What follows belongs to an exercise in optimizing a design on an open flow for small area, a short achievable clock period and few clock cycles per item; a production flow would make more cautious choices.
No functional check of the RTL was part of any run shown here.

### flow/design.v
package sdft_pkg;
  function automatic int prod_w(input int in_w);
    prod_w = 2 * in_w + 1;
  endfunction
  function automatic int iter_n(input int in_w, input int fr_w);
    iter_n = in_w + fr_w;
  endfunction
endpackage
module serial_udiv #(parameter int rem_w = 15, parameter int out_w = 15, parameter int d_w = 16) (
  input  logic [rem_w-1:0] rem, input logic xbit, input logic [d_w-1:0] divisor,
  output logic [out_w-1:0] rem_o, output logic take);
  localparam int sw = (rem_w + 1 > d_w) ? rem_w + 1 : d_w;
  localparam int TOPS = (sw > 16) ? 16 : (sw > 8) ? 8 : (sw > 4) ? 4 : (sw > 2) ? 2 : 1;
  logic [sw-1:0] sh, dv, diff, g, p, gg, pp;
  always_comb begin
    sh = sw'({rem, xbit}); dv = sw'(divisor);
    g = ~sh & dv;
    p = ~(sh ^ dv);
    gg = g; pp = p;
    for (int s = 1; s < sw; s = s * 2)
      for (int i = 2*s-1; i < sw; i += 2*s) begin
        gg[i] = gg[i] | (pp[i] & gg[i-s]);
        pp[i] = pp[i] & pp[i-s];
      end
    for (int s = TOPS; s >= 1; s = s / 2)
      for (int i = 3*s-1; i < sw; i += 2*s) begin
        gg[i] = gg[i] | (pp[i] & gg[i-s]);
        pp[i] = pp[i] & pp[i-s];
      end
    diff[0] = sh[0] ^ dv[0];
    for (int i = 1; i < sw; i++) diff[i] = sh[i] ^ dv[i] ^ gg[i-1];
    take = !gg[sw-1];
    rem_o = take ? diff[out_w-1:0] : sh[out_w-1:0];
  end
endmodule
module cd_front (
  input  logic [7:0]  ar,
  input  logic [7:0]  ai,
  input  logic [7:0]  br,
  input  logic [7:0]  bi,
  input  logic [3:0]  br_one,
  input  logic [3:0]  br_two,
  input  logic [3:0]  br_neg,
  input  logic [3:0]  bi_one,
  input  logic [3:0]  bi_two,
  input  logic [3:0]  bi_neg,
  output logic [16:0] nr_x,
  output logic [16:0] nr_y,
  output logic [16:0] nr_z,
  output logic [16:0] ni_x,
  output logic [16:0] ni_y,
  output logic [16:0] ni_z,
  output logic [15:0] d_x,
  output logic [15:0] d_y
);
  wire r1 = (((br_one[0] & ar[0]) | (br_two[0] & 1'b0))) ^ br_neg[0];
  wire r2 = (((br_one[0] & ar[1]) | (br_two[0] & ar[0]))) ^ br_neg[0];
  wire r3 = (((br_one[0] & ar[2]) | (br_two[0] & ar[1]))) ^ br_neg[0];
  wire r4 = (((br_one[0] & ar[3]) | (br_two[0] & ar[2]))) ^ br_neg[0];
  wire r5 = (((br_one[0] & ar[4]) | (br_two[0] & ar[3]))) ^ br_neg[0];
  wire r6 = (((br_one[0] & ar[5]) | (br_two[0] & ar[4]))) ^ br_neg[0];
  wire r7 = (((br_one[0] & ar[6]) | (br_two[0] & ar[5]))) ^ br_neg[0];
  wire r8 = (((br_one[0] & ar[7]) | (br_two[0] & ar[6]))) ^ br_neg[0];
  wire r9 = (((br_one[0] & ar[7]) | (br_two[0] & ar[7]))) ^ br_neg[0];
  wire r10 = (((br_one[0] & ar[7]) | (br_two[0] & ar[7]))) ^ br_neg[0];
  wire nr11 = ~r10;
  wire r12 = (((br_one[1] & ar[0]) | (br_two[1] & 1'b0))) ^ br_neg[1];
  wire r13 = (((br_one[1] & ar[1]) | (br_two[1] & ar[0]))) ^ br_neg[1];
  wire r14 = (((br_one[1] & ar[2]) | (br_two[1] & ar[1]))) ^ br_neg[1];
  wire r15 = (((br_one[1] & ar[3]) | (br_two[1] & ar[2]))) ^ br_neg[1];
  wire r16 = (((br_one[1] & ar[4]) | (br_two[1] & ar[3]))) ^ br_neg[1];
  wire r17 = (((br_one[1] & ar[5]) | (br_two[1] & ar[4]))) ^ br_neg[1];
  wire r18 = (((br_one[1] & ar[6]) | (br_two[1] & ar[5]))) ^ br_neg[1];
  wire r19 = (((br_one[1] & ar[7]) | (br_two[1] & ar[6]))) ^ br_neg[1];
  wire r20 = (((br_one[1] & ar[7]) | (br_two[1] & ar[7]))) ^ br_neg[1];
  wire r21 = (((br_one[1] & ar[7]) | (br_two[1] & ar[7]))) ^ br_neg[1];
  wire nr22 = ~r21;
  wire r23 = (((br_one[2] & ar[0]) | (br_two[2] & 1'b0))) ^ br_neg[2];
  wire r24 = (((br_one[2] & ar[1]) | (br_two[2] & ar[0]))) ^ br_neg[2];
  wire r25 = (((br_one[2] & ar[2]) | (br_two[2] & ar[1]))) ^ br_neg[2];
  wire r26 = (((br_one[2] & ar[3]) | (br_two[2] & ar[2]))) ^ br_neg[2];
  wire r27 = (((br_one[2] & ar[4]) | (br_two[2] & ar[3]))) ^ br_neg[2];
  wire r28 = (((br_one[2] & ar[5]) | (br_two[2] & ar[4]))) ^ br_neg[2];
  wire r29 = (((br_one[2] & ar[6]) | (br_two[2] & ar[5]))) ^ br_neg[2];
  wire r30 = (((br_one[2] & ar[7]) | (br_two[2] & ar[6]))) ^ br_neg[2];
  wire r31 = (((br_one[2] & ar[7]) | (br_two[2] & ar[7]))) ^ br_neg[2];
  wire r32 = (((br_one[2] & ar[7]) | (br_two[2] & ar[7]))) ^ br_neg[2];
  wire nr33 = ~r32;
  wire r34 = (((br_one[3] & ar[0]) | (br_two[3] & 1'b0))) ^ br_neg[3];
  wire r35 = (((br_one[3] & ar[1]) | (br_two[3] & ar[0]))) ^ br_neg[3];
  wire r36 = (((br_one[3] & ar[2]) | (br_two[3] & ar[1]))) ^ br_neg[3];
  wire r37 = (((br_one[3] & ar[3]) | (br_two[3] & ar[2]))) ^ br_neg[3];
  wire r38 = (((br_one[3] & ar[4]) | (br_two[3] & ar[3]))) ^ br_neg[3];
  wire r39 = (((br_one[3] & ar[5]) | (br_two[3] & ar[4]))) ^ br_neg[3];
  wire r40 = (((br_one[3] & ar[6]) | (br_two[3] & ar[5]))) ^ br_neg[3];
  wire r41 = (((br_one[3] & ar[7]) | (br_two[3] & ar[6]))) ^ br_neg[3];
  wire r42 = (((br_one[3] & ar[7]) | (br_two[3] & ar[7]))) ^ br_neg[3];
  wire r43 = (((br_one[3] & ar[7]) | (br_two[3] & ar[7]))) ^ br_neg[3];
  wire nr44 = ~r43;
  wire r45 = (((bi_one[0] & ai[0]) | (bi_two[0] & 1'b0))) ^ bi_neg[0];
  wire r46 = (((bi_one[0] & ai[1]) | (bi_two[0] & ai[0]))) ^ bi_neg[0];
  wire r47 = (((bi_one[0] & ai[2]) | (bi_two[0] & ai[1]))) ^ bi_neg[0];
  wire r48 = (((bi_one[0] & ai[3]) | (bi_two[0] & ai[2]))) ^ bi_neg[0];
  wire r49 = (((bi_one[0] & ai[4]) | (bi_two[0] & ai[3]))) ^ bi_neg[0];
  wire r50 = (((bi_one[0] & ai[5]) | (bi_two[0] & ai[4]))) ^ bi_neg[0];
  wire r51 = (((bi_one[0] & ai[6]) | (bi_two[0] & ai[5]))) ^ bi_neg[0];
  wire r52 = (((bi_one[0] & ai[7]) | (bi_two[0] & ai[6]))) ^ bi_neg[0];
  wire r53 = (((bi_one[0] & ai[7]) | (bi_two[0] & ai[7]))) ^ bi_neg[0];
  wire r54 = (((bi_one[0] & ai[7]) | (bi_two[0] & ai[7]))) ^ bi_neg[0];
  wire nr55 = ~r54;
  wire r56 = (((bi_one[1] & ai[0]) | (bi_two[1] & 1'b0))) ^ bi_neg[1];
  wire r57 = (((bi_one[1] & ai[1]) | (bi_two[1] & ai[0]))) ^ bi_neg[1];
  wire r58 = (((bi_one[1] & ai[2]) | (bi_two[1] & ai[1]))) ^ bi_neg[1];
  wire r59 = (((bi_one[1] & ai[3]) | (bi_two[1] & ai[2]))) ^ bi_neg[1];
  wire r60 = (((bi_one[1] & ai[4]) | (bi_two[1] & ai[3]))) ^ bi_neg[1];
  wire r61 = (((bi_one[1] & ai[5]) | (bi_two[1] & ai[4]))) ^ bi_neg[1];
  wire r62 = (((bi_one[1] & ai[6]) | (bi_two[1] & ai[5]))) ^ bi_neg[1];
  wire r63 = (((bi_one[1] & ai[7]) | (bi_two[1] & ai[6]))) ^ bi_neg[1];
  wire r64 = (((bi_one[1] & ai[7]) | (bi_two[1] & ai[7]))) ^ bi_neg[1];
  wire r65 = (((bi_one[1] & ai[7]) | (bi_two[1] & ai[7]))) ^ bi_neg[1];
  wire nr66 = ~r65;
  wire r67 = (((bi_one[2] & ai[0]) | (bi_two[2] & 1'b0))) ^ bi_neg[2];
  wire r68 = (((bi_one[2] & ai[1]) | (bi_two[2] & ai[0]))) ^ bi_neg[2];
  wire r69 = (((bi_one[2] & ai[2]) | (bi_two[2] & ai[1]))) ^ bi_neg[2];
  wire r70 = (((bi_one[2] & ai[3]) | (bi_two[2] & ai[2]))) ^ bi_neg[2];
  wire r71 = (((bi_one[2] & ai[4]) | (bi_two[2] & ai[3]))) ^ bi_neg[2];
  wire r72 = (((bi_one[2] & ai[5]) | (bi_two[2] & ai[4]))) ^ bi_neg[2];
  wire r73 = (((bi_one[2] & ai[6]) | (bi_two[2] & ai[5]))) ^ bi_neg[2];
  wire r74 = (((bi_one[2] & ai[7]) | (bi_two[2] & ai[6]))) ^ bi_neg[2];
  wire r75 = (((bi_one[2] & ai[7]) | (bi_two[2] & ai[7]))) ^ bi_neg[2];
  wire r76 = (((bi_one[2] & ai[7]) | (bi_two[2] & ai[7]))) ^ bi_neg[2];
  wire nr77 = ~r76;
  wire r78 = (((bi_one[3] & ai[0]) | (bi_two[3] & 1'b0))) ^ bi_neg[3];
  wire r79 = (((bi_one[3] & ai[1]) | (bi_two[3] & ai[0]))) ^ bi_neg[3];
  wire r80 = (((bi_one[3] & ai[2]) | (bi_two[3] & ai[1]))) ^ bi_neg[3];
  wire r81 = (((bi_one[3] & ai[3]) | (bi_two[3] & ai[2]))) ^ bi_neg[3];
  wire r82 = (((bi_one[3] & ai[4]) | (bi_two[3] & ai[3]))) ^ bi_neg[3];
  wire r83 = (((bi_one[3] & ai[5]) | (bi_two[3] & ai[4]))) ^ bi_neg[3];
  wire r84 = (((bi_one[3] & ai[6]) | (bi_two[3] & ai[5]))) ^ bi_neg[3];
  wire r85 = (((bi_one[3] & ai[7]) | (bi_two[3] & ai[6]))) ^ bi_neg[3];
  wire r86 = (((bi_one[3] & ai[7]) | (bi_two[3] & ai[7]))) ^ bi_neg[3];
  wire r87 = (((bi_one[3] & ai[7]) | (bi_two[3] & ai[7]))) ^ bi_neg[3];
  wire nr88 = ~r87;
  wire e89 = br_neg[3] ^ bi_neg[3];
  wire e90 = br_neg[3] & bi_neg[3];
  wire s91 = r5 ^ r14 ^ r23;
  wire c92 = (r5 & r14) | (r5 & r23) | (r14 & r23);
  wire s93 = r6 ^ r15;
  wire c94 = r6 & r15;
  wire s95 = r7 ^ r16 ^ r25;
  wire c96 = (r7 & r16) | (r7 & r25) | (r16 & r25);
  wire s97 = r34 ^ r51 ^ r60;
  wire c98 = (r34 & r51) | (r34 & r60) | (r51 & r60);
  wire s99 = r8 ^ r17 ^ r26;
  wire c100 = (r8 & r17) | (r8 & r26) | (r17 & r26);
  wire s101 = r35 ^ r52 ^ r61;
  wire c102 = (r35 & r52) | (r35 & r61) | (r52 & r61);
  wire s103 = r70 ^ r79;
  wire c104 = r70 & r79;
  wire s105 = r9 ^ r18 ^ r27;
  wire c106 = (r9 & r18) | (r9 & r27) | (r18 & r27);
  wire s107 = r36 ^ r53 ^ r62;
  wire c108 = (r36 & r53) | (r36 & r62) | (r53 & r62);
  wire s109 = r71 ^ r80;
  wire c110 = r71 & r80;
  wire s111 = nr11 ^ r19 ^ r28;
  wire c112 = (nr11 & r19) | (nr11 & r28) | (r19 & r28);
  wire s113 = r37 ^ nr55 ^ r63;
  wire c114 = (r37 & nr55) | (r37 & r63) | (nr55 & r63);
  wire s115 = r72 ^ r81;
  wire c116 = r72 & r81;
  wire s117 = r20 ^ r29 ^ r38;
  wire c118 = (r20 & r29) | (r20 & r38) | (r29 & r38);
  wire s119 = r64 ^ r73 ^ r82;
  wire c120 = (r64 & r73) | (r64 & r82) | (r73 & r82);
  wire s121 = nr22 ^ r30 ^ r39;
  wire c122 = (nr22 & r30) | (nr22 & r39) | (r30 & r39);
  wire s123 = nr66 ^ r74;
  wire c124 = nr66 & r74;
  wire s125 = r3 ^ r12 ^ br_neg[1];
  wire c126 = (r3 & r12) | (r3 & br_neg[1]) | (r12 & br_neg[1]);
  wire s127 = r4 ^ r13;
  wire c128 = r4 & r13;
  wire s129 = s91 ^ br_neg[2] ^ r49;
  wire c130 = (s91 & br_neg[2]) | (s91 & r49) | (br_neg[2] & r49);
  wire s131 = r58 ^ r67;
  wire c132 = r58 & r67;
  wire s133 = c92 ^ s93 ^ r24;
  wire c134 = (c92 & s93) | (c92 & r24) | (s93 & r24);
  wire s135 = r50 ^ r59 ^ r68;
  wire c136 = (r50 & r59) | (r50 & r68) | (r59 & r68);
  wire s137 = c94 ^ s95 ^ s97;
  wire c138 = (c94 & s95) | (c94 & s97) | (s95 & s97);
  wire s139 = r69 ^ r78 ^ e89;
  wire c140 = (r69 & r78) | (r69 & e89) | (r78 & e89);
  wire s141 = c96 ^ c98 ^ s99;
  wire c142 = (c96 & c98) | (c96 & s99) | (c98 & s99);
  wire s143 = s101 ^ s103 ^ e90;
  wire c144 = (s101 & s103) | (s101 & e90) | (s103 & e90);
  wire s145 = c100 ^ c102 ^ c104;
  wire c146 = (c100 & c102) | (c100 & c104) | (c102 & c104);
  wire s147 = s105 ^ s107 ^ s109;
  wire c148 = (s105 & s107) | (s105 & s109) | (s107 & s109);
  wire s149 = c106 ^ c108 ^ c110;
  wire c150 = (c106 & c108) | (c106 & c110) | (c108 & c110);
  wire s151 = s111 ^ s113 ^ s115;
  wire c152 = (s111 & s113) | (s111 & s115) | (s113 & s115);
  wire s153 = c112 ^ c114 ^ c116;
  wire c154 = (c112 & c114) | (c112 & c116) | (c114 & c116);
  wire s155 = s117 ^ s119 ^ 1'b1;
  wire c156 = (s117 & s119) | (s117 & 1'b1) | (s119 & 1'b1);
  wire s157 = c118 ^ c120 ^ s121;
  wire c158 = (c118 & c120) | (c118 & s121) | (c120 & s121);
  wire s159 = s123 ^ r83 ^ 1'b1;
  wire c160 = (s123 & r83) | (s123 & 1'b1) | (r83 & 1'b1);
  wire s161 = c122 ^ c124 ^ r31;
  wire c162 = (c122 & c124) | (c122 & r31) | (c124 & r31);
  wire s163 = r40 ^ r75 ^ r84;
  wire c164 = (r40 & r75) | (r40 & r84) | (r75 & r84);
  wire s165 = nr33 ^ r41 ^ nr77;
  wire c166 = (nr33 & r41) | (nr33 & nr77) | (r41 & nr77);
  wire s167 = r85 ^ 1'b1;
  wire c168 = r85 & 1'b1;
  wire s169 = r1 ^ br_neg[0];
  wire c170 = r1 & br_neg[0];
  wire s171 = s125 ^ r47;
  wire c172 = s125 & r47;
  wire s173 = c126 ^ s127 ^ r48;
  wire c174 = (c126 & s127) | (c126 & r48) | (s127 & r48);
  wire s175 = c128 ^ s129 ^ s131;
  wire c176 = (c128 & s129) | (c128 & s131) | (s129 & s131);
  wire s177 = c130 ^ c132 ^ s133;
  wire c178 = (c130 & c132) | (c130 & s133) | (c132 & s133);
  wire s179 = c134 ^ c136 ^ s137;
  wire c180 = (c134 & c136) | (c134 & s137) | (c136 & s137);
  wire s181 = c138 ^ c140 ^ s141;
  wire c182 = (c138 & c140) | (c138 & s141) | (c140 & s141);
  wire s183 = c142 ^ c144 ^ s145;
  wire c184 = (c142 & c144) | (c142 & s145) | (c144 & s145);
  wire s185 = c146 ^ c148 ^ s149;
  wire c186 = (c146 & c148) | (c146 & s149) | (c148 & s149);
  wire s187 = c150 ^ c152 ^ s153;
  wire c188 = (c150 & c152) | (c150 & s153) | (c152 & s153);
  wire s189 = c154 ^ c156 ^ s157;
  wire c190 = (c154 & c156) | (c154 & s157) | (c156 & s157);
  wire s191 = c158 ^ c160 ^ s161;
  wire c192 = (c158 & c160) | (c158 & s161) | (c160 & s161);
  wire s193 = c162 ^ c164 ^ s165;
  wire c194 = (c162 & c164) | (c162 & s165) | (c164 & s165);
  wire s195 = c166 ^ c168 ^ r42;
  wire c196 = (c166 & c168) | (c166 & r42) | (c168 & r42);
  wire s197 = nr44 ^ nr88;
  wire c198 = nr44 & nr88;
  assign nr_x = {c198, c196, c194, c192, c190, c188, c186, c184, c182, c180, c178, c176, c174, c172, s171, c170, s169};
  assign nr_y = {1'b0, s197, s195, s193, s191, s189, s187, s185, s183, s181, s179, s177, s175, s173, r56, r2, r45};
  assign nr_z = {1'b0, 1'b1, r86, s167, s163, s159, s155, s151, s147, s143, s139, s135, bi_neg[2], r57, bi_neg[1], r46, bi_neg[0]};
  wire r199 = (((br_one[0] & ai[0]) | (br_two[0] & 1'b0))) ^ br_neg[0];
  wire r200 = (((br_one[0] & ai[1]) | (br_two[0] & ai[0]))) ^ br_neg[0];
  wire r201 = (((br_one[0] & ai[2]) | (br_two[0] & ai[1]))) ^ br_neg[0];
  wire r202 = (((br_one[0] & ai[3]) | (br_two[0] & ai[2]))) ^ br_neg[0];
  wire r203 = (((br_one[0] & ai[4]) | (br_two[0] & ai[3]))) ^ br_neg[0];
  wire r204 = (((br_one[0] & ai[5]) | (br_two[0] & ai[4]))) ^ br_neg[0];
  wire r205 = (((br_one[0] & ai[6]) | (br_two[0] & ai[5]))) ^ br_neg[0];
  wire r206 = (((br_one[0] & ai[7]) | (br_two[0] & ai[6]))) ^ br_neg[0];
  wire r207 = (((br_one[0] & ai[7]) | (br_two[0] & ai[7]))) ^ br_neg[0];
  wire r208 = (((br_one[0] & ai[7]) | (br_two[0] & ai[7]))) ^ br_neg[0];
  wire nr209 = ~r208;
  wire r210 = (((br_one[1] & ai[0]) | (br_two[1] & 1'b0))) ^ br_neg[1];
  wire r211 = (((br_one[1] & ai[1]) | (br_two[1] & ai[0]))) ^ br_neg[1];
  wire r212 = (((br_one[1] & ai[2]) | (br_two[1] & ai[1]))) ^ br_neg[1];
  wire r213 = (((br_one[1] & ai[3]) | (br_two[1] & ai[2]))) ^ br_neg[1];
  wire r214 = (((br_one[1] & ai[4]) | (br_two[1] & ai[3]))) ^ br_neg[1];
  wire r215 = (((br_one[1] & ai[5]) | (br_two[1] & ai[4]))) ^ br_neg[1];
  wire r216 = (((br_one[1] & ai[6]) | (br_two[1] & ai[5]))) ^ br_neg[1];
  wire r217 = (((br_one[1] & ai[7]) | (br_two[1] & ai[6]))) ^ br_neg[1];
  wire r218 = (((br_one[1] & ai[7]) | (br_two[1] & ai[7]))) ^ br_neg[1];
  wire r219 = (((br_one[1] & ai[7]) | (br_two[1] & ai[7]))) ^ br_neg[1];
  wire nr220 = ~r219;
  wire r221 = (((br_one[2] & ai[0]) | (br_two[2] & 1'b0))) ^ br_neg[2];
  wire r222 = (((br_one[2] & ai[1]) | (br_two[2] & ai[0]))) ^ br_neg[2];
  wire r223 = (((br_one[2] & ai[2]) | (br_two[2] & ai[1]))) ^ br_neg[2];
  wire r224 = (((br_one[2] & ai[3]) | (br_two[2] & ai[2]))) ^ br_neg[2];
  wire r225 = (((br_one[2] & ai[4]) | (br_two[2] & ai[3]))) ^ br_neg[2];
  wire r226 = (((br_one[2] & ai[5]) | (br_two[2] & ai[4]))) ^ br_neg[2];
  wire r227 = (((br_one[2] & ai[6]) | (br_two[2] & ai[5]))) ^ br_neg[2];
  wire r228 = (((br_one[2] & ai[7]) | (br_two[2] & ai[6]))) ^ br_neg[2];
  wire r229 = (((br_one[2] & ai[7]) | (br_two[2] & ai[7]))) ^ br_neg[2];
  wire r230 = (((br_one[2] & ai[7]) | (br_two[2] & ai[7]))) ^ br_neg[2];
  wire nr231 = ~r230;
  wire r232 = (((br_one[3] & ai[0]) | (br_two[3] & 1'b0))) ^ br_neg[3];
  wire r233 = (((br_one[3] & ai[1]) | (br_two[3] & ai[0]))) ^ br_neg[3];
  wire r234 = (((br_one[3] & ai[2]) | (br_two[3] & ai[1]))) ^ br_neg[3];
  wire r235 = (((br_one[3] & ai[3]) | (br_two[3] & ai[2]))) ^ br_neg[3];
  wire r236 = (((br_one[3] & ai[4]) | (br_two[3] & ai[3]))) ^ br_neg[3];
  wire r237 = (((br_one[3] & ai[5]) | (br_two[3] & ai[4]))) ^ br_neg[3];
  wire r238 = (((br_one[3] & ai[6]) | (br_two[3] & ai[5]))) ^ br_neg[3];
  wire r239 = (((br_one[3] & ai[7]) | (br_two[3] & ai[6]))) ^ br_neg[3];
  wire r240 = (((br_one[3] & ai[7]) | (br_two[3] & ai[7]))) ^ br_neg[3];
  wire r241 = (((br_one[3] & ai[7]) | (br_two[3] & ai[7]))) ^ br_neg[3];
  wire nr242 = ~r241;
  wire ng243 = ~bi_neg[0] & (bi_one[0] | bi_two[0]);
  wire r244 = (((bi_one[0] & ar[0]) | (bi_two[0] & 1'b0))) ^ ng243;
  wire r245 = (((bi_one[0] & ar[1]) | (bi_two[0] & ar[0]))) ^ ng243;
  wire r246 = (((bi_one[0] & ar[2]) | (bi_two[0] & ar[1]))) ^ ng243;
  wire r247 = (((bi_one[0] & ar[3]) | (bi_two[0] & ar[2]))) ^ ng243;
  wire r248 = (((bi_one[0] & ar[4]) | (bi_two[0] & ar[3]))) ^ ng243;
  wire r249 = (((bi_one[0] & ar[5]) | (bi_two[0] & ar[4]))) ^ ng243;
  wire r250 = (((bi_one[0] & ar[6]) | (bi_two[0] & ar[5]))) ^ ng243;
  wire r251 = (((bi_one[0] & ar[7]) | (bi_two[0] & ar[6]))) ^ ng243;
  wire r252 = (((bi_one[0] & ar[7]) | (bi_two[0] & ar[7]))) ^ ng243;
  wire r253 = (((bi_one[0] & ar[7]) | (bi_two[0] & ar[7]))) ^ ng243;
  wire nr254 = ~r253;
  wire ng255 = ~bi_neg[1] & (bi_one[1] | bi_two[1]);
  wire r256 = (((bi_one[1] & ar[0]) | (bi_two[1] & 1'b0))) ^ ng255;
  wire r257 = (((bi_one[1] & ar[1]) | (bi_two[1] & ar[0]))) ^ ng255;
  wire r258 = (((bi_one[1] & ar[2]) | (bi_two[1] & ar[1]))) ^ ng255;
  wire r259 = (((bi_one[1] & ar[3]) | (bi_two[1] & ar[2]))) ^ ng255;
  wire r260 = (((bi_one[1] & ar[4]) | (bi_two[1] & ar[3]))) ^ ng255;
  wire r261 = (((bi_one[1] & ar[5]) | (bi_two[1] & ar[4]))) ^ ng255;
  wire r262 = (((bi_one[1] & ar[6]) | (bi_two[1] & ar[5]))) ^ ng255;
  wire r263 = (((bi_one[1] & ar[7]) | (bi_two[1] & ar[6]))) ^ ng255;
  wire r264 = (((bi_one[1] & ar[7]) | (bi_two[1] & ar[7]))) ^ ng255;
  wire r265 = (((bi_one[1] & ar[7]) | (bi_two[1] & ar[7]))) ^ ng255;
  wire nr266 = ~r265;
  wire ng267 = ~bi_neg[2] & (bi_one[2] | bi_two[2]);
  wire r268 = (((bi_one[2] & ar[0]) | (bi_two[2] & 1'b0))) ^ ng267;
  wire r269 = (((bi_one[2] & ar[1]) | (bi_two[2] & ar[0]))) ^ ng267;
  wire r270 = (((bi_one[2] & ar[2]) | (bi_two[2] & ar[1]))) ^ ng267;
  wire r271 = (((bi_one[2] & ar[3]) | (bi_two[2] & ar[2]))) ^ ng267;
  wire r272 = (((bi_one[2] & ar[4]) | (bi_two[2] & ar[3]))) ^ ng267;
  wire r273 = (((bi_one[2] & ar[5]) | (bi_two[2] & ar[4]))) ^ ng267;
  wire r274 = (((bi_one[2] & ar[6]) | (bi_two[2] & ar[5]))) ^ ng267;
  wire r275 = (((bi_one[2] & ar[7]) | (bi_two[2] & ar[6]))) ^ ng267;
  wire r276 = (((bi_one[2] & ar[7]) | (bi_two[2] & ar[7]))) ^ ng267;
  wire r277 = (((bi_one[2] & ar[7]) | (bi_two[2] & ar[7]))) ^ ng267;
  wire nr278 = ~r277;
  wire ng279 = ~bi_neg[3] & (bi_one[3] | bi_two[3]);
  wire r280 = (((bi_one[3] & ar[0]) | (bi_two[3] & 1'b0))) ^ ng279;
  wire r281 = (((bi_one[3] & ar[1]) | (bi_two[3] & ar[0]))) ^ ng279;
  wire r282 = (((bi_one[3] & ar[2]) | (bi_two[3] & ar[1]))) ^ ng279;
  wire r283 = (((bi_one[3] & ar[3]) | (bi_two[3] & ar[2]))) ^ ng279;
  wire r284 = (((bi_one[3] & ar[4]) | (bi_two[3] & ar[3]))) ^ ng279;
  wire r285 = (((bi_one[3] & ar[5]) | (bi_two[3] & ar[4]))) ^ ng279;
  wire r286 = (((bi_one[3] & ar[6]) | (bi_two[3] & ar[5]))) ^ ng279;
  wire r287 = (((bi_one[3] & ar[7]) | (bi_two[3] & ar[6]))) ^ ng279;
  wire r288 = (((bi_one[3] & ar[7]) | (bi_two[3] & ar[7]))) ^ ng279;
  wire r289 = (((bi_one[3] & ar[7]) | (bi_two[3] & ar[7]))) ^ ng279;
  wire nr290 = ~r289;
  wire e291 = br_neg[3] ^ ng279;
  wire e292 = br_neg[3] & ng279;
  wire s293 = r203 ^ r212 ^ r221;
  wire c294 = (r203 & r212) | (r203 & r221) | (r212 & r221);
  wire s295 = r204 ^ r213;
  wire c296 = r204 & r213;
  wire s297 = r205 ^ r214 ^ r223;
  wire c298 = (r205 & r214) | (r205 & r223) | (r214 & r223);
  wire s299 = r232 ^ r250 ^ r260;
  wire c300 = (r232 & r250) | (r232 & r260) | (r250 & r260);
  wire s301 = r206 ^ r215 ^ r224;
  wire c302 = (r206 & r215) | (r206 & r224) | (r215 & r224);
  wire s303 = r233 ^ r251 ^ r261;
  wire c304 = (r233 & r251) | (r233 & r261) | (r251 & r261);
  wire s305 = r271 ^ r281;
  wire c306 = r271 & r281;
  wire s307 = r207 ^ r216 ^ r225;
  wire c308 = (r207 & r216) | (r207 & r225) | (r216 & r225);
  wire s309 = r234 ^ r252 ^ r262;
  wire c310 = (r234 & r252) | (r234 & r262) | (r252 & r262);
  wire s311 = r272 ^ r282;
  wire c312 = r272 & r282;
  wire s313 = nr209 ^ r217 ^ r226;
  wire c314 = (nr209 & r217) | (nr209 & r226) | (r217 & r226);
  wire s315 = r235 ^ nr254 ^ r263;
  wire c316 = (r235 & nr254) | (r235 & r263) | (nr254 & r263);
  wire s317 = r273 ^ r283;
  wire c318 = r273 & r283;
  wire s319 = r218 ^ r227 ^ r236;
  wire c320 = (r218 & r227) | (r218 & r236) | (r227 & r236);
  wire s321 = r264 ^ r274 ^ r284;
  wire c322 = (r264 & r274) | (r264 & r284) | (r274 & r284);
  wire s323 = nr220 ^ r228 ^ r237;
  wire c324 = (nr220 & r228) | (nr220 & r237) | (r228 & r237);
  wire s325 = nr266 ^ r275;
  wire c326 = nr266 & r275;
  wire s327 = r201 ^ r210 ^ br_neg[1];
  wire c328 = (r201 & r210) | (r201 & br_neg[1]) | (r210 & br_neg[1]);
  wire s329 = r202 ^ r211;
  wire c330 = r202 & r211;
  wire s331 = s293 ^ br_neg[2] ^ r248;
  wire c332 = (s293 & br_neg[2]) | (s293 & r248) | (br_neg[2] & r248);
  wire s333 = r258 ^ r268;
  wire c334 = r258 & r268;
  wire s335 = c294 ^ s295 ^ r222;
  wire c336 = (c294 & s295) | (c294 & r222) | (s295 & r222);
  wire s337 = r249 ^ r259 ^ r269;
  wire c338 = (r249 & r259) | (r249 & r269) | (r259 & r269);
  wire s339 = c296 ^ s297 ^ s299;
  wire c340 = (c296 & s297) | (c296 & s299) | (s297 & s299);
  wire s341 = r270 ^ r280 ^ e291;
  wire c342 = (r270 & r280) | (r270 & e291) | (r280 & e291);
  wire s343 = c298 ^ c300 ^ s301;
  wire c344 = (c298 & c300) | (c298 & s301) | (c300 & s301);
  wire s345 = s303 ^ s305 ^ e292;
  wire c346 = (s303 & s305) | (s303 & e292) | (s305 & e292);
  wire s347 = c302 ^ c304 ^ c306;
  wire c348 = (c302 & c304) | (c302 & c306) | (c304 & c306);
  wire s349 = s307 ^ s309 ^ s311;
  wire c350 = (s307 & s309) | (s307 & s311) | (s309 & s311);
  wire s351 = c308 ^ c310 ^ c312;
  wire c352 = (c308 & c310) | (c308 & c312) | (c310 & c312);
  wire s353 = s313 ^ s315 ^ s317;
  wire c354 = (s313 & s315) | (s313 & s317) | (s315 & s317);
  wire s355 = c314 ^ c316 ^ c318;
  wire c356 = (c314 & c316) | (c314 & c318) | (c316 & c318);
  wire s357 = s319 ^ s321 ^ 1'b1;
  wire c358 = (s319 & s321) | (s319 & 1'b1) | (s321 & 1'b1);
  wire s359 = c320 ^ c322 ^ s323;
  wire c360 = (c320 & c322) | (c320 & s323) | (c322 & s323);
  wire s361 = s325 ^ r285 ^ 1'b1;
  wire c362 = (s325 & r285) | (s325 & 1'b1) | (r285 & 1'b1);
  wire s363 = c324 ^ c326 ^ r229;
  wire c364 = (c324 & c326) | (c324 & r229) | (c326 & r229);
  wire s365 = r238 ^ r276 ^ r286;
  wire c366 = (r238 & r276) | (r238 & r286) | (r276 & r286);
  wire s367 = nr231 ^ r239 ^ nr278;
  wire c368 = (nr231 & r239) | (nr231 & nr278) | (r239 & nr278);
  wire s369 = r287 ^ 1'b1;
  wire c370 = r287 & 1'b1;
  wire s371 = r199 ^ br_neg[0];
  wire c372 = r199 & br_neg[0];
  wire s373 = s327 ^ r246;
  wire c374 = s327 & r246;
  wire s375 = c328 ^ s329 ^ r247;
  wire c376 = (c328 & s329) | (c328 & r247) | (s329 & r247);
  wire s377 = c330 ^ s331 ^ s333;
  wire c378 = (c330 & s331) | (c330 & s333) | (s331 & s333);
  wire s379 = c332 ^ c334 ^ s335;
  wire c380 = (c332 & c334) | (c332 & s335) | (c334 & s335);
  wire s381 = c336 ^ c338 ^ s339;
  wire c382 = (c336 & c338) | (c336 & s339) | (c338 & s339);
  wire s383 = c340 ^ c342 ^ s343;
  wire c384 = (c340 & c342) | (c340 & s343) | (c342 & s343);
  wire s385 = c344 ^ c346 ^ s347;
  wire c386 = (c344 & c346) | (c344 & s347) | (c346 & s347);
  wire s387 = c348 ^ c350 ^ s351;
  wire c388 = (c348 & c350) | (c348 & s351) | (c350 & s351);
  wire s389 = c352 ^ c354 ^ s355;
  wire c390 = (c352 & c354) | (c352 & s355) | (c354 & s355);
  wire s391 = c356 ^ c358 ^ s359;
  wire c392 = (c356 & c358) | (c356 & s359) | (c358 & s359);
  wire s393 = c360 ^ c362 ^ s363;
  wire c394 = (c360 & c362) | (c360 & s363) | (c362 & s363);
  wire s395 = c364 ^ c366 ^ s367;
  wire c396 = (c364 & c366) | (c364 & s367) | (c366 & s367);
  wire s397 = c368 ^ c370 ^ r240;
  wire c398 = (c368 & c370) | (c368 & r240) | (c370 & r240);
  wire s399 = nr242 ^ nr290;
  wire c400 = nr242 & nr290;
  assign ni_x = {c400, c398, c396, c394, c392, c390, c388, c386, c384, c382, c380, c378, c376, c374, s373, c372, s371};
  assign ni_y = {1'b0, s399, s397, s395, s393, s391, s389, s387, s385, s383, s381, s379, s377, s375, r256, r200, r244};
  assign ni_z = {1'b0, 1'b1, r288, s369, s365, s361, s357, s353, s349, s345, s341, s337, ng267, r257, ng255, r245, ng243};
  wire sq401 = br[0] & br[1];
  wire sq402 = br[0] & br[2];
  wire sq403 = br[0] & br[3];
  wire sq404 = br[0] & br[4];
  wire sq405 = br[0] & br[5];
  wire sq406 = br[0] & br[6];
  wire sq407 = br[0] & br[7];
  wire nq408 = ~sq407;
  wire sq409 = br[1] & br[2];
  wire sq410 = br[1] & br[3];
  wire sq411 = br[1] & br[4];
  wire sq412 = br[1] & br[5];
  wire sq413 = br[1] & br[6];
  wire sq414 = br[1] & br[7];
  wire nq415 = ~sq414;
  wire sq416 = br[2] & br[3];
  wire sq417 = br[2] & br[4];
  wire sq418 = br[2] & br[5];
  wire sq419 = br[2] & br[6];
  wire sq420 = br[2] & br[7];
  wire nq421 = ~sq420;
  wire sq422 = br[3] & br[4];
  wire sq423 = br[3] & br[5];
  wire sq424 = br[3] & br[6];
  wire sq425 = br[3] & br[7];
  wire nq426 = ~sq425;
  wire sq427 = br[4] & br[5];
  wire sq428 = br[4] & br[6];
  wire sq429 = br[4] & br[7];
  wire nq430 = ~sq429;
  wire sq431 = br[5] & br[6];
  wire sq432 = br[5] & br[7];
  wire nq433 = ~sq432;
  wire sq434 = br[6] & br[7];
  wire nq435 = ~sq434;
  wire sq436 = bi[0] & bi[1];
  wire sq437 = bi[0] & bi[2];
  wire sq438 = bi[0] & bi[3];
  wire sq439 = bi[0] & bi[4];
  wire sq440 = bi[0] & bi[5];
  wire sq441 = bi[0] & bi[6];
  wire sq442 = bi[0] & bi[7];
  wire nq443 = ~sq442;
  wire sq444 = bi[1] & bi[2];
  wire sq445 = bi[1] & bi[3];
  wire sq446 = bi[1] & bi[4];
  wire sq447 = bi[1] & bi[5];
  wire sq448 = bi[1] & bi[6];
  wire sq449 = bi[1] & bi[7];
  wire nq450 = ~sq449;
  wire sq451 = bi[2] & bi[3];
  wire sq452 = bi[2] & bi[4];
  wire sq453 = bi[2] & bi[5];
  wire sq454 = bi[2] & bi[6];
  wire sq455 = bi[2] & bi[7];
  wire nq456 = ~sq455;
  wire sq457 = bi[3] & bi[4];
  wire sq458 = bi[3] & bi[5];
  wire sq459 = bi[3] & bi[6];
  wire sq460 = bi[3] & bi[7];
  wire nq461 = ~sq460;
  wire sq462 = bi[4] & bi[5];
  wire sq463 = bi[4] & bi[6];
  wire sq464 = bi[4] & bi[7];
  wire nq465 = ~sq464;
  wire sq466 = bi[5] & bi[6];
  wire sq467 = bi[5] & bi[7];
  wire nq468 = ~sq467;
  wire sq469 = bi[6] & bi[7];
  wire nq470 = ~sq469;
  wire e471 = br[4] ^ bi[4];
  wire e472 = br[4] & bi[4];
  wire s473 = sq405 ^ sq411 ^ sq416;
  wire c474 = (sq405 & sq411) | (sq405 & sq416) | (sq411 & sq416);
  wire s475 = sq406 ^ sq412;
  wire c476 = sq406 & sq412;
  wire s477 = nq408 ^ sq413 ^ sq418;
  wire c478 = (nq408 & sq413) | (nq408 & sq418) | (sq413 & sq418);
  wire s479 = sq422 ^ nq443 ^ sq448;
  wire c480 = (sq422 & nq443) | (sq422 & sq448) | (nq443 & sq448);
  wire s481 = nq415 ^ sq419 ^ sq423;
  wire c482 = (nq415 & sq419) | (nq415 & sq423) | (sq419 & sq423);
  wire s483 = nq450 ^ sq454 ^ sq458;
  wire c484 = (nq450 & sq454) | (nq450 & sq458) | (sq454 & sq458);
  wire s485 = nq421 ^ sq424 ^ sq427;
  wire c486 = (nq421 & sq424) | (nq421 & sq427) | (sq424 & sq427);
  wire s487 = br[5] ^ nq456 ^ sq459;
  wire c488 = (br[5] & nq456) | (br[5] & sq459) | (nq456 & sq459);
  wire s489 = sq403 ^ sq409 ^ br[2];
  wire c490 = (sq403 & sq409) | (sq403 & br[2]) | (sq409 & br[2]);
  wire s491 = sq404 ^ sq410;
  wire c492 = sq404 & sq410;
  wire s493 = s473 ^ br[3] ^ sq440;
  wire c494 = (s473 & br[3]) | (s473 & sq440) | (br[3] & sq440);
  wire s495 = sq446 ^ sq451;
  wire c496 = sq446 & sq451;
  wire s497 = c474 ^ s475 ^ sq417;
  wire c498 = (c474 & s475) | (c474 & sq417) | (s475 & sq417);
  wire s499 = sq441 ^ sq447 ^ sq452;
  wire c500 = (sq441 & sq447) | (sq441 & sq452) | (sq447 & sq452);
  wire s501 = c476 ^ s477 ^ s479;
  wire c502 = (c476 & s477) | (c476 & s479) | (s477 & s479);
  wire s503 = sq453 ^ sq457 ^ e471;
  wire c504 = (sq453 & sq457) | (sq453 & e471) | (sq457 & e471);
  wire s505 = c478 ^ c480 ^ s481;
  wire c506 = (c478 & c480) | (c478 & s481) | (c480 & s481);
  wire s507 = s483 ^ 1'b1 ^ e472;
  wire c508 = (s483 & 1'b1) | (s483 & e472) | (1'b1 & e472);
  wire s509 = c482 ^ c484 ^ s485;
  wire c510 = (c482 & c484) | (c482 & s485) | (c484 & s485);
  wire s511 = s487 ^ sq462 ^ bi[5];
  wire c512 = (s487 & sq462) | (s487 & bi[5]) | (sq462 & bi[5]);
  wire s513 = c486 ^ c488 ^ nq426;
  wire c514 = (c486 & c488) | (c486 & nq426) | (c488 & nq426);
  wire s515 = sq428 ^ nq461 ^ sq463;
  wire c516 = (sq428 & nq461) | (sq428 & sq463) | (nq461 & sq463);
  wire s517 = nq430 ^ sq431 ^ br[6];
  wire c518 = (nq430 & sq431) | (nq430 & br[6]) | (sq431 & br[6]);
  wire s519 = nq465 ^ sq466 ^ bi[6];
  wire c520 = (nq465 & sq466) | (nq465 & bi[6]) | (sq466 & bi[6]);
  wire s521 = sq401 ^ br[1];
  wire c522 = sq401 & br[1];
  wire s523 = s489 ^ sq438;
  wire c524 = s489 & sq438;
  wire s525 = c490 ^ s491 ^ sq439;
  wire c526 = (c490 & s491) | (c490 & sq439) | (s491 & sq439);
  wire s527 = c492 ^ s493 ^ s495;
  wire c528 = (c492 & s493) | (c492 & s495) | (s493 & s495);
  wire s529 = c494 ^ c496 ^ s497;
  wire c530 = (c494 & c496) | (c494 & s497) | (c496 & s497);
  wire s531 = c498 ^ c500 ^ s501;
  wire c532 = (c498 & c500) | (c498 & s501) | (c500 & s501);
  wire s533 = c502 ^ c504 ^ s505;
  wire c534 = (c502 & c504) | (c502 & s505) | (c504 & s505);
  wire s535 = c506 ^ c508 ^ s509;
  wire c536 = (c506 & c508) | (c506 & s509) | (c508 & s509);
  wire s537 = c510 ^ c512 ^ s513;
  wire c538 = (c510 & c512) | (c510 & s513) | (c512 & s513);
  wire s539 = c514 ^ c516 ^ s517;
  wire c540 = (c514 & c516) | (c514 & s517) | (c516 & s517);
  wire s541 = c518 ^ c520 ^ nq433;
  wire c542 = (c518 & c520) | (c518 & nq433) | (c520 & nq433);
  wire s543 = nq435 ^ br[7] ^ nq470;
  wire c544 = (nq435 & br[7]) | (nq435 & nq470) | (br[7] & nq470);
  wire s545 = s521 ^ sq436;
  wire c546 = s521 & sq436;
  wire s547 = c522 ^ sq402 ^ sq437;
  wire c548 = (c522 & sq402) | (c522 & sq437) | (sq402 & sq437);
  wire s549 = s523 ^ sq444 ^ bi[2];
  wire c550 = (s523 & sq444) | (s523 & bi[2]) | (sq444 & bi[2]);
  wire s551 = c524 ^ s525 ^ sq445;
  wire c552 = (c524 & s525) | (c524 & sq445) | (s525 & sq445);
  wire s553 = c526 ^ s527 ^ bi[3];
  wire c554 = (c526 & s527) | (c526 & bi[3]) | (s527 & bi[3]);
  wire s555 = c528 ^ s529 ^ s499;
  wire c556 = (c528 & s529) | (c528 & s499) | (s529 & s499);
  wire s557 = c530 ^ s531 ^ s503;
  wire c558 = (c530 & s531) | (c530 & s503) | (s531 & s503);
  wire s559 = c532 ^ s533 ^ s507;
  wire c560 = (c532 & s533) | (c532 & s507) | (s533 & s507);
  wire s561 = c534 ^ s535 ^ s511;
  wire c562 = (c534 & s535) | (c534 & s511) | (s535 & s511);
  wire s563 = c536 ^ s537 ^ s515;
  wire c564 = (c536 & s537) | (c536 & s515) | (s537 & s515);
  wire s565 = c538 ^ s539 ^ s519;
  wire c566 = (c538 & s539) | (c538 & s519) | (s539 & s519);
  wire s567 = c540 ^ s541 ^ nq468;
  wire c568 = (c540 & s541) | (c540 & nq468) | (s541 & nq468);
  wire s569 = c542 ^ s543 ^ bi[7];
  wire c570 = (c542 & s543) | (c542 & bi[7]) | (s543 & bi[7]);
  assign d_x = {c570, c568, c566, c564, c562, c560, c558, c556, c554, c552, c550, c548, c546, s545, 1'b0, br[0]};
  assign d_y = {c544, s569, s567, s565, s563, s561, s559, s557, s555, s553, s551, s549, s547, bi[1], 1'b0, bi[0]};
endmodule
module complex_div #(
  parameter int data_in_w  = 8,
  parameter int data_out_w = 16,
  parameter int frac_w     = 8
) (
  input  logic                         clk,
  input  logic                         reset_n,
  input  logic signed [data_in_w-1:0]  a_real,
  input  logic signed [data_in_w-1:0]  a_imag,
  input  logic signed [data_in_w-1:0]  b_real,
  input  logic signed [data_in_w-1:0]  b_imag,
  input  logic                         in_valid,
  output logic                         in_ready,
  output logic signed [data_out_w-1:0] out_real,
  output logic signed [data_out_w-1:0] out_imag,
  output logic                         out_valid,
  input  logic                         out_ready,
  output logic                         div_zero,
  output logic                         sat
);
  localparam int NS = 16;    
  localparam int DW = 16;    
  localparam int SPS = 1;    
  localparam int NT = NS / SPS;  
  logic          adv;                
  logic [NT+4:0] vld;                
  logic          kv;                 
  logic          push, pop, o_free;
  assign in_ready = adv;
  logic [7:0] ar0, ai0, br0, bi0;
  logic [3:0] br_one, br_two, br_neg, bi_one, bi_two, bi_neg;
  function automatic logic [11:0] booth(input logic [7:0] b);
    logic [3:0] o, t, n;
    logic       b2, b1, b0;
    for (int k = 0; k < 4; k++) begin
      b2   = b[2*k+1];
      b1   = b[2*k];
      b0   = (k == 0) ? 1'b0 : b[2*k-1];
      o[k] = b1 ^ b0;
      t[k] = (b2 & ~b1 & ~b0) | (~b2 & b1 & b0);
      n[k] = b2 & ~(b1 & b0);
    end
    booth = {o, t, n};
  endfunction
  logic [16:0] nr_x, nr_y, nr_z, ni_x, ni_y, ni_z;
  logic [15:0] d_x, d_y;
  logic [16:0] nr_x1, nr_y1, nr_z1, ni_x1, ni_y1, ni_z1;
  logic [15:0] d_x1, d_y1;
  cd_front u_front (
    .ar(ar0), .ai(ai0), .br(br0), .bi(bi0),
    .br_one(br_one), .br_two(br_two), .br_neg(br_neg),
    .bi_one(bi_one), .bi_two(bi_two), .bi_neg(bi_neg),
    .nr_x(nr_x), .nr_y(nr_y), .nr_z(nr_z),
    .ni_x(ni_x), .ni_y(ni_y), .ni_z(ni_z),
    .d_x(d_x), .d_y(d_y)
  );
  always_ff @(posedge clk) begin
    if (adv) begin
      ar0   <= a_real;
      ai0   <= a_imag;
      br0   <= b_real;
      bi0   <= b_imag;
      {br_one, br_two, br_neg} <= booth(b_real);
      {bi_one, bi_two, bi_neg} <= booth(b_imag);
      nr_x1 <= nr_x;
      nr_y1 <= nr_y;
      nr_z1 <= nr_z;
      ni_x1 <= ni_x;
      ni_y1 <= ni_y;
      ni_z1 <= ni_z;
      d_x1  <= d_x;
      d_y1  <= d_y;
    end
  end
  logic [NS:0][14:0] rem_r, rem_i;    
  logic [NS:0][15:0] dq_r, dq_i;      
  logic [NS:0][15:0] den;
  logic [NS:0]       ng_r, ng_i, dz;   
  logic [16:0] nr2, ni2;
  logic [15:0] d2;
  always_ff @(posedge clk) begin
    if (adv) begin
      nr2 <= nr_x1 + nr_y1 + nr_z1;
      ni2 <= ni_x1 + ni_y1 + ni_z1;
      d2  <= d_x1 + d_y1;
    end
  end
  logic [15:0] nm_r3, nm_i3, d3;
  logic        ng_r3, ng_i3;
  always_ff @(posedge clk) begin
    if (adv) begin
      nm_r3 <= nr2[16] ? 16'(-nr2) : nr2[15:0];
      nm_i3 <= ni2[16] ? 16'(-ni2) : ni2[15:0];
      ng_r3 <= nr2[16];
      ng_i3 <= ni2[16];
      d3    <= d2;
    end
  end
  assign rem_r[0] = 15'(nm_r3[15:8]);
  assign rem_i[0] = 15'(nm_i3[15:8]);
  assign dq_r[0]  = {nm_r3[7:0], 8'b0};
  assign dq_i[0]  = {nm_i3[7:0], 8'b0};
  assign den[0]   = d3;
  assign ng_r[0]  = ng_r3;
  assign ng_i[0]  = ng_i3;
  assign dz[0]    = 1'b0;
  for (genvar j = 1; j <= NS; j++) begin : g_step
    localparam int WI = (8 + j - 1 < 15) ? 8 + j - 1 : 15;    
    localparam int WO = (8 + j < 15) ? 8 + j : 15;            
    localparam int XQ = (j < 8) ? 8 : j;                       
    localparam bit REG = (j % SPS == 0) || (j == NS);
    logic [WO-1:0] nrem_r, nrem_i;
    logic          tk_r, tk_i;
    logic [15:0]   ndq_r, ndq_i;
    serial_udiv #(.rem_w(WI), .out_w(WO), .d_w(DW)) u_r (
      .rem(rem_r[j-1][WI-1:0]), .xbit(dq_r[j-1][15]), .divisor(den[j-1]),
      .rem_o(nrem_r), .take(tk_r));
    serial_udiv #(.rem_w(WI), .out_w(WO), .d_w(DW)) u_i (
      .rem(rem_i[j-1][WI-1:0]), .xbit(dq_i[j-1][15]), .divisor(den[j-1]),
      .rem_o(nrem_i), .take(tk_i));
    assign ndq_r = {dq_r[j-1][14:0], tk_r};
    assign ndq_i = {dq_i[j-1][14:0], tk_i};
    if (REG) begin : g_reg
      logic [XQ-1:0] xq_r, xq_i;
      logic          g_r, g_i;
      always_ff @(posedge clk) begin
        if (adv) begin
          g_r <= ng_r[j-1];
          g_i <= ng_i[j-1];
        end
      end
      if (j < 8) begin : g_x
        always_ff @(posedge clk) begin
          if (adv) begin
            xq_r <= {ndq_r[15:8+j], ndq_r[j-1:0]};
            xq_i <= {ndq_i[15:8+j], ndq_i[j-1:0]};
          end
        end
        assign dq_r[j] = {xq_r[7:j], 8'b0, xq_r[j-1:0]};
        assign dq_i[j] = {xq_i[7:j], 8'b0, xq_i[j-1:0]};
      end else begin : g_q
        always_ff @(posedge clk) begin
          if (adv) begin
            xq_r <= ndq_r[j-1:0];
            xq_i <= ndq_i[j-1:0];
          end
        end
        assign dq_r[j] = 16'(xq_r);
        assign dq_i[j] = 16'(xq_i);
      end
      if (j < NS) begin : g_rem
        logic [WO-1:0] rr, ri;
        logic [15:0]   dd;
        always_ff @(posedge clk) begin
          if (adv) begin
            rr <= nrem_r;
            ri <= nrem_i;
            dd <= den[j-1];
          end
        end
        assign rem_r[j] = 15'(rr);
        assign rem_i[j] = 15'(ri);
        assign den[j]   = dd;
        assign dz[j]    = 1'b0;
      end else begin : g_last
        logic z;
        always_ff @(posedge clk) begin
          if (adv) z <= (den[j-1] == 16'd0);
        end
        assign rem_r[j] = '0;
        assign rem_i[j] = '0;
        assign den[j]   = '0;
        assign dz[j]    = z;
      end
      assign ng_r[j] = g_r;
      assign ng_i[j] = g_i;
    end else begin : g_comb
      assign rem_r[j] = 15'(nrem_r);
      assign rem_i[j] = 15'(nrem_i);
      assign dq_r[j]  = ndq_r;
      assign dq_i[j]  = ndq_i;
      assign den[j]   = den[j-1];
      assign ng_r[j]  = ng_r[j-1];
      assign ng_i[j]  = ng_i[j-1];
      assign dz[j]    = 1'b0;
    end
  end
  function automatic logic [16:0] clamp(input logic neg, input logic zero, input logic [15:0] q);
    logic [15:0] v;
    logic        s;
    if (zero) begin
      v = 16'd0;
      s = 1'b0;
    end else if (q[15]) begin
      v = neg ? 16'h8000 : 16'h7fff;
      s = !neg || (q[14:0] != 15'd0);
    end else begin
      v = neg ? -q : q;
      s = 1'b0;
    end
    clamp = {s, v};
  endfunction
  logic [15:0] res_r, res_i;
  logic        st_r, st_i;
  assign {st_r, res_r} = clamp(ng_r[NS], dz[NS], dq_r[NS]);
  assign {st_i, res_i} = clamp(ng_i[NS], dz[NS], dq_i[NS]);
  logic [15:0] k_real, k_imag;
  logic        k_dz, k_sat;
  assign push   = adv && vld[NT+3];
  assign pop    = out_valid && out_ready;
  assign o_free = !out_valid || out_ready;
  always_ff @(posedge clk) begin
    if (adv) begin
      k_real <= res_r;
      k_imag <= res_i;
      k_dz   <= dz[NS];
      k_sat  <= st_r || st_i;
    end
    if (o_free) begin
      out_real <= kv ? k_real : res_r;
      out_imag <= kv ? k_imag : res_i;
      div_zero <= kv ? k_dz   : dz[NS];
      sat      <= kv ? k_sat  : (st_r || st_i);
    end
  end
  logic kv_n;
  always_comb begin
    if (o_free) kv_n = kv && push;
    else        kv_n = kv || push;
  end
  always_ff @(posedge clk or negedge reset_n) begin
    if (!reset_n) begin
      adv       <= 1'b0;
      vld       <= '0;
      kv        <= 1'b0;
      out_valid <= 1'b0;
    end else begin
      if (adv) vld <= {vld[NT+3:0], in_valid};
      kv        <= kv_n;
      out_valid <= o_free ? (kv || push) : 1'b1;
      adv       <= !kv_n;
    end
  end
endmodule
### flow/run.sh
#!/bin/bash
# synth_recipe.tcl (not shown) runs the flow's synth.tcl, then flattens the netlist and writes it again
# the make line also repeats each setting of config.mk as NAME=value (left out here)
make -C /OpenROAD-flow-scripts/flow DESIGN_CONFIG=/design/flow/config.mk WORK_HOME=/design/flow/orfs CLKGATE_MAP_FILE= SYNTH_SCRIPT=/design/flow/synth_recipe.tcl finish
### flow/config.mk
export PLATFORM = sky130hd
export DESIGN_NAME = complex_div
export DESIGN_NICKNAME = complex_div
export VERILOG_FILES = /design/flow/design.v
export SDC_FILE = /design/flow/constraint.sdc
export NUM_CORES = 4
export LEC_CHECK = 0
export CAP_MARGIN = 20
export CORE_MARGIN = 2
export CORE_UTILIZATION = 60
export CTS_BUF_LIST = sky130_fd_sc_hd__clkbuf_16
export CTS_CLUSTER_DIAMETER = 70
export CTS_CLUSTER_SIZE = 26
export SETUP_SLACK_MARGIN = 3.8
export SLEW_MARGIN = 20
### flow/constraint.sdc
create_clock -name core_clock -period 7.0 [get_ports {clk}]
set_input_delay 1.4000 -clock core_clock [delete_from_list [all_inputs] [get_ports {clk}]]
set_output_delay 1.4000 -clock core_clock [all_outputs]
set_load 0.01 [all_outputs]
==> impl_metrics.env, run 1 <==
export IMPL_place_detailed_hpwl_um=104400
export IMPL_worst_slew_pin_slew_ns=1.034
export IMPL_dieHeight_um=357.3
export IMPL_stdcell_count=7455
export IMPL_clockBufferDepth=3
export IMPL_track_usage_pct=23.11
export IMPL_synth_area_per_cell_um2=13.50
export IMPL_drc=0
export IMPL_synthesis_nets=6421
export IMPL_antenna_found_initial=6
export IMPL_slew_headroom_pct=31.05
export IMPL_cp_end_kind="register"
export IMPL_fin_nets=6611
export IMPL_drive_gt1_share_pct=9.629
export IMPL_drtIter0Drc=2856
export IMPL_grt_pass1_vias=42430
export IMPL_path_cells="buf_4 > ha_4 > fa_2 > a211oi_2 > o21bai_1 > o311a_1 > a31oi_2 > nand2b_1 > a21o_1 > a21o_1 > fa_2 > nand2_1 > nor2_1 > mux2i_1 > o311ai_1"
export IMPL_rsz0062_at_grt="true"
export IMPL_io_pins=72
export IMPL_critPathLaunchType="register"
export IMPL_dr_total_vias=42460
export IMPL_cts_tree="built"
export IMPL_required_ns=7.45
export IMPL_drt_first_pass_iters=23
export IMPL_clockRootBuffer="clkbuf_16"
export IMPL_routed_wl_um=147300
export IMPL_fin_crit_sh_pct=47.88
export IMPL_ys_seq_area_share_pct=55.07
export IMPL_arrival_ns=3.80
export IMPL_critical_path_max_stage_delay_ns=0.43
export IMPL_crit_fanout=3
export IMPL_max_cap_violations=0
export IMPL_cp_slowest_cell="edfxtp_1"
export IMPL_r2r_slack_ns=3.65
export IMPL_period_needed_ns=3.351
export IMPL_die_w_um=357.3
export IMPL_status="timing/DRC/antenna clean"
export IMPL_synth_ff_type="edfxtp_1"
export IMPL_syn_inst=5546
export IMPL_yosys_warnings=9
export IMPL_setup_violations=0
export IMPL_placedCellCount=7133
export IMPL_place_area_um2=77360
export IMPL_crit_type="reg2reg"
export IMPL_fin_worst_skew_ns=0.02949
export IMPL_ys_top_cells_by_area="edfxtp_1 54%, fa_1 8.8%, ha_1 8.5%, mux2i_1 4.1%, inv_1 3.1%"
export IMPL_clk_pin_slew_worst_paths_ns=0.09
export IMPL_cts_made_buffers=95
export IMPL_die_area_um2=127600
export IMPL_grt_pass1_wl_um=230200
export IMPL_synth_edf_count=1354
export IMPL_core_um2=123800
export IMPL_gp_congestion=0.8482
export IMPL_syn_area_um2=74880
export IMPL_drv_slew=0
export IMPL_area_delta_synth_final_pct=10.41
export IMPL_hold_path_class="reg2reg"
export IMPL_grt_max_degree=170
export IMPL_synthArstFlopShare_pct=1.670
export IMPL_hold_viol_final=0
export IMPL_rows=129
export IMPL_synth_top_area_share_pct=54.30
export IMPL_vias_per_cell=5.695
export IMPL_synth_distinct_cells=85
export IMPL_start_util_pct=60.49
export IMPL_max_freq_mhz=298.4
export IMPL_grt_overflow_total=0
export IMPL_finalSetupTns_ns=0
export IMPL_design_area_um2=82670
export IMPL_io_buffer_count=71
export IMPL_wl_per_cell_um=19.76
export IMPL_htreeDepth=3
export IMPL_n_fill_cell=9113
export IMPL_cts_sinks=1377
export IMPL_ys_seq_elements=1377
export IMPL_yosysTopAreaCell="edfxtp_1"
export IMPL_final_antenna_net_count=0
export IMPL_insertion_delay_ns=0.73
[cell type report]
type	instances	area [µm²]	share of cell area, %
Antenna cell	2	5.005	0.006054
Clock buffer	96	2402	2.906
Tap cell	1637	2048	2.478
Inverter	623	2338	2.829
Clock inverter	81	1037	1.255
Multi-Input combinational cell	3382	31250	37.80
Timing Repair Buffer	257	2351	2.844
Sequential cell	1377	41240	49.88
[placed cells by master, fill, tap and decap left out, drive strengths merged, types with 26 or more instances in the layout]
master | synthesis | routed
a211o | 26 | 26
nand3 | 35 | 35
a211oi | 34 | 34
clkinv | 0 | 30
nor3 | 37 | 37
buf | 48 | 184
xor2 | 185 | 185
o211ai | 35 | 35
fa | 329 | 329
edfxtp | 1354 | 1354
and2 | 54 | 54
o31ai | 30 | 30
o21a | 32 | 32
nand2b | 71 | 71
mux2i | 307 | 307
o21ai | 175 | 176
a21o | 160 | 160
clkbuf | 117 | 99
ha | 510 | 510
xnor2 | 169 | 169
clkdlybuf4s50 | 0 | 70
a22oi | 103 | 103
a21oi | 191 | 191
or3 | 29 | 29
mux2 | 53 | 53
nor2 | 234 | 234
nand2 | 229 | 229
inv | 623 | 668
nor2b | 53 | 53
[worst paths after layout]
check	start	endpoint	cells after the start
max	g_step[5].g_reg.g_rem.dd[0]	g_step[6].g_reg.g_rem.ri[13]	15
min	g_step[3].g_reg.xq_i[2]	g_step[4].g_reg.xq_i[3]	0
max reg2reg	g_step[5].g_reg.g_rem.dd[0]	g_step[6].g_reg.g_rem.ri[13]	15
min reg2reg	g_step[3].g_reg.xq_i[2]	g_step[4].g_reg.xq_i[3]	0
max in group asynchronous	reset_n	adv	2
min in group asynchronous	reset_n	out_valid	2
[sequential cells by signal, summed over array words and instances, names as in the netlist, 17 cells and up]
| signal | cells |
|---|---|
| g_step.g_reg.xq_r | 164 |
| ni2 | 17 |
| g_step.g_reg.xq_i | 164 |
| nr_x1 | 17 |
| nr2 | 17 |
| g_step.g_reg.g_rem.dd | 240 |
| g_step.g_reg.g_rem.ri | 204 |
| g_step.g_reg.g_rem.rr | 204 |
| ni_x1 | 17 |
| vld | 20 |
[metal layers]
metal	share of wire, %	wire (µm)	track usage (%)
met1	42	62370	30.29
met2	50	73780	39.87
met3	4.5	6593	3.413
met4	3.1	4560	7.286
met5	0.0088	13	0
[repair_timing]
| item | 4_1_cts | 5_1_grt |
|---|---|---|
| endpoints found under the setup margin | 243 | 217 |
| buffers inserted | 31 | 111 |
| hold endpoints to repair | 0 | 0 |
| pin swaps | 27 | 47 |
| gates cloned | 1 | 0 |
| resized for setup | 77 | 69 |
| hold buffers | 0 | 0 |
[Yosys cell counts, types with 49 or more instances]
cell / instances
a21o_1: 160
a21oi_1: 179
clkbuf_1: 117
edfxtp_1: 1354
and2_1: 53
nand2_1: 229
a22oi_1: 103
mux2i_1: 307
nor2b_1: 53
nor2_1: 234
fa_1: 329
mux2_2: 49
inv_1: 621
xor2_1: 185
ha_1: 510
o21ai_0: 146
xnor2_1: 169
nand2b_1: 71
[cell families (layout without fill, tap and decap cells)]
| group | count (synthesis) | in the layout | share of synthesized area [%] |
|---|---|---|---|
| fa+ha+maj | 839 | 839 | 17.32 |
| simple gates | 870 | 870 | 5.772 |
| flops | 1377 | 1377 | 55.07 |
| xor+xnor | 354 | 354 | 4.141 |
| other cells | 0 | 2 | 0 |
| buf+inv | 788 | 1057 | 4.057 |
| mux | 360 | 360 | 4.901 |
| compound gates | 958 | 959 | 8.744 |
[stage by stage]
| step | setup WS (ns) | hold slack (ns) | utilization, % |
|---|---|---|---|
| global route | 3.540 | 0.4145 | 66.78 |
| floorplan | -3.275 | 0.4003 | - |
| finish | 3.649 | 0.4091 | 66.78 |
| detailed placement | 3.408 | 0.4045 | 62.49 |
| global placement | 3.401 | 0.4002 | 62.49 |
| CTS | 3.637 | 0.4054 | 65.78 |
[critical path, delay by kind of cell (launching register included)]
family / cells / cell delay, ns
compound gates: 7 / 1.33
fa+ha+maj: 3 / 0.84
mux: 1 / 0.13
flops: 1 / 0.43
simple gates: 3 / 0.21
buf+inv: 1 / 0.17
==> inputs of run 2 (changes only) <==
--- a/flow/config.mk
+++ b/flow/config.mk
@@ -11,4 +11,4 @@
 export CTS_BUF_LIST = sky130_fd_sc_hd__clkbuf_16
-export CTS_CLUSTER_DIAMETER = 70
-export CTS_CLUSTER_SIZE = 26
+export CTS_CLUSTER_DIAMETER = 60
+export CTS_CLUSTER_SIZE = 22
 export SETUP_SLACK_MARGIN = 3.8
==> run 2 against run 1 <==
Effect of this change: routed wire length up 0.11%; die area stayed put; critical path depth did not move; highest routed layer is now met4; hold slack worse by 0.00088 ns; sequential cell count unchanged; cell area rose by 1.1%; setup slack worse by 0.0054 ns.
==> impl_metrics.env, run 2 <==
export IMPL_status="timing/DRC/antenna clean"
export IMPL_place_ws_ns=3.408
export IMPL_fin_nets=6628
export IMPL_finalSetupTns_ns=0
export IMPL_arrival_ns=3.84
export IMPL_hold_end="g_step[4].g_reg.xq_i[3]"
export IMPL_drtIter0Drc=2922
export IMPL_critPathLaunchType="register"
export IMPL_antenna_found_initial=2
export IMPL_multi_input_area_um2=31220
export IMPL_final_common_cell="edfxtp_1"
export IMPL_clk_pin_slew_worst_paths_ns=0.08
export IMPL_max_freq_mhz=297.9
export IMPL_crit_type="reg2reg"
export IMPL_synth_distinct_cells=85
export IMPL_drt_first_pass_iters=22
export IMPL_insertion_delay_ns=0.74
export IMPL_routed_wl_um=147500
export IMPL_io_pins=72
export IMPL_clockRootBuffer="clkbuf_16"
export IMPL_synth_area_per_cell_um2=13.50
export IMPL_wl_per_cell_um=19.69
export IMPL_utilization_pct=67.52
export IMPL_slew_headroom_pct=26.85
export IMPL_fin_crit_sh_pct=47.95
export IMPL_grt_overflow_total=0
export IMPL_syn_inst=5546
export IMPL_hold_viol_final=0
export IMPL_grt_max_degree=170
export IMPL_worstReg2RegEnd="g_step[6].g_reg.g_rem.ri[13]"
export IMPL_place_detailed_hpwl_um=104400
export IMPL_die_area_um2=127600
export IMPL_top_register="g_step.g_reg.g_rem.dd"
export IMPL_synth_edf_count=1354
export IMPL_worst_slew_pin_slew_ns=1.097
export IMPL_r2r_slack_ns=3.64
export IMPL_required_ns=7.48
export IMPL_synth_most_common_cell="edfxtp_1"
export IMPL_setup_violations=0
export IMPL_vias_per_cell=5.685
export IMPL_ys_top_cells_by_area="edfxtp_1 54%, fa_1 8.8%, ha_1 8.5%, mux2i_1 4.1%, inv_1 3.1%"
export IMPL_ctsHoldBuffers=0
export IMPL_rsz0062_at_grt="true"
export IMPL_hold_path_class="reg2reg"
export IMPL_synthArstFlopShare_pct=1.670
export IMPL_layout_area_seq_um2=41240
export IMPL_dr_total_vias=42580
export IMPL_hp_start="g_step[3].g_reg.xq_i[2]"
export IMPL_cts_tree="built"
export IMPL_synthesis_nets=6421
export IMPL_period_needed_ns=3.357
export IMPL_drv_slew=0
export IMPL_largest_reg_flops=240
export IMPL_drc=0
export IMPL_area_delta_synth_final_pct=11.63
export IMPL_placedCellCount=7133
export IMPL_start_util_pct=60.49
export IMPL_syn_area_um2=74880
export IMPL_hold_depth=0
export IMPL_stdcell_count=7490
export IMPL_clockBufferDepth=3
export IMPL_dieHeight_um=357.3
export IMPL_yosysTopAreaCell="edfxtp_1"
export IMPL_cp_end_kind="register"
export IMPL_synth_ff_type="edfxtp_1"
-- run 2: cell counts after synthesis --
No cell type changed its count.
-- run 2: repair_timing --
item | in CTS | in global routing
resized for setup | 77 | 67
gates cloned | 1 | 0
buffers inserted | 30 | 105
endpoints found under the setup margin | 257 | 220
pin swaps | 27 | 45
-- run 2: logic make-up after synthesis --
logic type,synth area share [%]
adders and majority gates,17.32
xor gates and xnor gates,4.141
muxes,4.901
AOI/OAI and AO/OA,8.744
buffers and inverters,4.057
and+or+nand+nor,5.772
DFF,55.07
-- run 2: metal layers --
metal  track usage, %  wire length [µm]  up-vias
li1                 -                 -    20510
met1            30.83             63000    21100
met2            40.28             74410      764
met3            3.250              6165      214
met4            6.429              3904        0
met5                0                 0        -
-- run 2: critical path, cell delays in order (launching register included) --
cell and delay (ns):
edfxtp_1 0.40, buf_4 0.16, ha_2 0.17, fa_2 0.36, a211oi_2 0.18, o21bai_1 0.11, o311a_1 0.33, a31oi_2 0.21
nand2b_1 0.11, a21o_1 0.18, a21o_1 0.19, fa_2 0.35, nand2_1 0.07, nor2_1 0.04, mux2i_1 0.13, o311ai_1 0.13
-- run 2: cell type report --
type,instances,share of cell area [%]
timing repair buffer,250,2.744
multi-input combinational,3382,37.35
sequential,1377,49.34
antenna,1,0.002994
clock inverter,100,1.723
clock buffer,120,3.592
inverter,623,2.798
tap,1637,2.450
-- run 2: per-stage QoR --
| stage | cell area [µm²] | hold WS [ns] |
|---|---|---|
| 2_1_floorplan | 74880 | 0.4003 |
| 3_3_place_gp | 77360 | 0.4002 |
| 3_5_place_dp | 77360 | 0.4045 |
| 4_1_cts | 82410 | 0.4080 |
| 5_1_grt | 83590 | 0.4096 |
| 6_report | 83590 | 0.4082 |
-- run 2: worst max path at each step --
stage                                      startpoint                            to  slack [ns]  depth (start not counted)
after CTS                 g_step[5].g_reg.g_rem.dd[0]  g_step[6].g_reg.g_rem.rr[13]        3.61                         14
after global placement    g_step[5].g_reg.g_rem.dd[0]  g_step[6].g_reg.g_rem.rr[13]        3.40                         14
final                     g_step[5].g_reg.g_rem.dd[0]  g_step[6].g_reg.g_rem.ri[13]        3.64                         15
after global routing      g_step[5].g_reg.g_rem.dd[0]  g_step[6].g_reg.g_rem.ri[13]        3.54                         15
after floorplan                                   adv                      in_ready       -3.27                          0
after detailed placement  g_step[5].g_reg.g_rem.dd[0]  g_step[6].g_reg.g_rem.rr[13]        3.41                         14

-- port drivers added, routing unchanged --
The results above use ideal ports. As a check the final layouts listed here were re-extracted and re-timed, cells and wires unchanged.
Step 1 sets driving cells, clkbuf_16 on the clock port and buf_2 on the other inputs (assumed; they add their load-dependent delay and slew).
Step 2 times the ports against the registers' clock, not the clock port: input delays grow and output delays shrink by t, the midpoint of the rising clock arrivals with the driver on.
Three values: no drivers, after step 1, after step 2; two values: the first two.
| run | shift t [ns] | setup slack, ns | pins driven straight from the clock port |
|---|---|---|---|
| run 1 | 0.783 | 3.649 / 3.649 / 3.649 | 1 |
| run 2 | 0.801 | 3.643 / 3.643 / 3.643 | 1 |
After both steps setup and hold are still met in every run listed.
